This design comes from an exercise in tuning for small area, a short achievable clock period and few clock cycles per item on the open sky130 flow, not from production work.
Function was checked by simulation only, so behaviour that the tests miss may differ from the original.

== the reference run ==
Design joystick_to_arm_joint_rates, start of the top module:
module joystick_to_arm_joint_rates (
  input  logic                             clk,
  input  logic                             rst_n,
  input  logic                             in_tvalid,
  output logic                             in_tready,
  input  logic [jaj_pkg::IN_DATA_W-1:0]    in_tdata,
  output logic                             out_tvalid,
  input  logic                             out_tready,
  output logic [jaj_pkg::OUT_DATA_W-1:0]   out_tdata,
  input  logic                             cfg_we,
  input  logic [jaj_pkg::CFG_ADDR_W-1:0]   cfg_addr,
  input  logic [jaj_pkg::CFG_DATA_W-1:0]   cfg_wdata
);
Size: roughly 8600 cells after synthesis, ~540 flip-flops, roughly 250 I/O pins, about 71000 sq um of cells after synthesis.
clock: 6.0 ns
lec_check: 0
abc_area: 1
cap_margin: 20
core_margin: 2
core_utilization: 55
cts_buf_list: sky130_fd_sc_hd__clkbuf_8
setup_slack_margin: 0.4
slew_margin: 20
run.sh (not shown) runs the stock make flow with config.mk's settings and CLKGATE_MAP_FILE= SYNTH_SCRIPT=/design/flow/synth_recipe.tcl, a recipe that flattens the netlist after the stock synthesis.
Testbench counts of the reference run, summed over its fixed seeds: cycles 8,267, items 8,000.
The following lists how the trial run was set up differently from the reference run:
--- a/flow/config.mk
+++ b/flow/config.mk
@@ -7,8 +7,6 @@
 export LEC_CHECK = 0
 export ABC_AREA = 1
-export CAP_MARGIN = 20
+export CAP_MARGIN = 5
 export CORE_MARGIN = 2
-export CORE_UTILIZATION = 55
-export CTS_BUF_LIST = sky130_fd_sc_hd__clkbuf_8
-export SETUP_SLACK_MARGIN = 0.4
-export SLEW_MARGIN = 20
+export CORE_UTILIZATION = 40
+export SLEW_MARGIN = 5
--- outcome ---
On the trial run: initial antenna violation count is 2 lower than what the reference run gave.
Post-layout instance count excluding filler cells for the trial run is higher than for the reference run.
Sort the trial run and the reference run by horizontal die dimension asc -> top: the reference run
Run comparison: the trial run capturing element of the worst setup path out_r[26]$_SDFFCE_PP1P_; the reference run capturing element of the worst setup path out_r[18]$_SDFFCE_PP1P_
Taking the reference run as the reference, in the trial run final instance area saw a decrease, multi-input logic area saw a decrease.
Total placed cells including tap cells (lower): the reference run
Summary: with the reference run as the reference, depth of the critical timing path with buffers and inverters included in the trial run moved down by more than 10%.
Compared to the reference run, the trial run shows a narrower setup margin.
Against the reference run, the trial run reports a part of the cycle the worst path needs that is higher.

* * *

== run D ==
Starting RTL as in the previous note.
// joystick_to_arm_joint_rates
module joystick_to_arm_joint_rates (
  input  logic                             clk,
  input  logic                             rst_n,
  input  logic                             in_tvalid,
  output logic                             in_tready,
  input  logic [jaj_pkg::IN_DATA_W-1:0]    in_tdata,
  output logic                             out_tvalid,
  input  logic                             out_tready,
  output logic [jaj_pkg::OUT_DATA_W-1:0]   out_tdata,
  input  logic                             cfg_we,
  input  logic [jaj_pkg::CFG_ADDR_W-1:0]   cfg_addr,
  input  logic [jaj_pkg::CFG_DATA_W-1:0]   cfg_wdata
);
==> flow/config.mk <==
export PLATFORM = sky130hd
export DESIGN_NAME = joystick_to_arm_joint_rates
export DESIGN_NICKNAME = joystick_to_arm_joint_rates
export VERILOG_FILES = /design/flow/design.v
export SDC_FILE = /design/flow/constraint.sdc
export NUM_CORES = 4
export LEC_CHECK = 0
export ABC_AREA = 1
export CAP_MARGIN = 20
export CORE_MARGIN = 2
export CORE_UTILIZATION = 40
export SLEW_MARGIN = 20
==> flow/constraint.sdc <==
create_clock -name core_clock -period 6.0 [get_ports {clk}]
set_input_delay 1.2000 -clock core_clock [delete_from_list [all_inputs] [get_ports {clk}]]
set_output_delay 1.2000 -clock core_clock [all_outputs]
set_load 0.01 [all_outputs]
Having completed the whole flow, run D delivered a layout that passed the timing, design-rule and antenna checks.
Testbench counts of run D, summed over its fixed seeds: cycles 8,267, items 8,000.
### run D -> run A
- an added SETUP_SLACK_MARGIN of 0.5
- an added TNS_END_PERCENT of 30
Results
- Run A reached the final stage; the timing, design-rule and antenna checks on its layout passed.
- For run A, the start point of the critical path was d_pay[36], unlike run D, where it was d_pay[33].
- The last element of the critical path comes out out_r[26] in one run and out_r[17] in the other, namely in run D and run A respectively.
- Summary of run A over run D: total negative slack for setup checks barely changed, final instance area climbed 4.8%, detailed route wirelength on metal2 climbed about 3%, fraction of final layout cells sized beyond drive strength 1 climbed 6.3 points, highest net fanout along the worst path dropped 7.
- Going from run D to run A, area used by multi-input combinational logic grew by a few percent.
- Run comparison: run A library cell contributing the largest single delay on the critical path sky130_fd_sc_hd__fa_2; run D library cell contributing the largest single delay on the critical path sky130_fd_sc_hd__fa_1

[separate check: timing with driven ports]
No port has a modelled driver above. Below, the same layouts with a new extraction and two added sets of constraints.
Step 1 sets driving cells, clkbuf_16 on the clock port and buf_2 on the other inputs (assumed; they add their load-dependent delay and slew).
Step 2, shift: input delay + t, output delay - t, t = (earliest + latest rising clock arrival at the registers) / 2. This alone moves slack from input paths to output paths.
Slacks: ideal ports / drivers / drivers and shift; pairs: ideal ports / drivers.
run | shift t [ns] | slack for setup (ns) | worst setup path after step 2 | clock arrival spread, ns | cell pins on the clock port's net
the reference run | 0.859 | 0.523 / 0.523 / 0.523 | register to register | 0.066 / 0.066 | 1
the trial run | 0.797 | 0.278 / 0.278 / 0.278 | register to register | 0.057 / 0.058 | 1
run D | 0.797 | 0.278 / 0.278 / 0.278 | register to register | 0.057 / 0.058 | 1
run A | 0.804 | 0.555 / 0.555 / 0.555 | register to register | 0.060 / 0.060 | 1
After both steps every run listed still meets setup and hold.
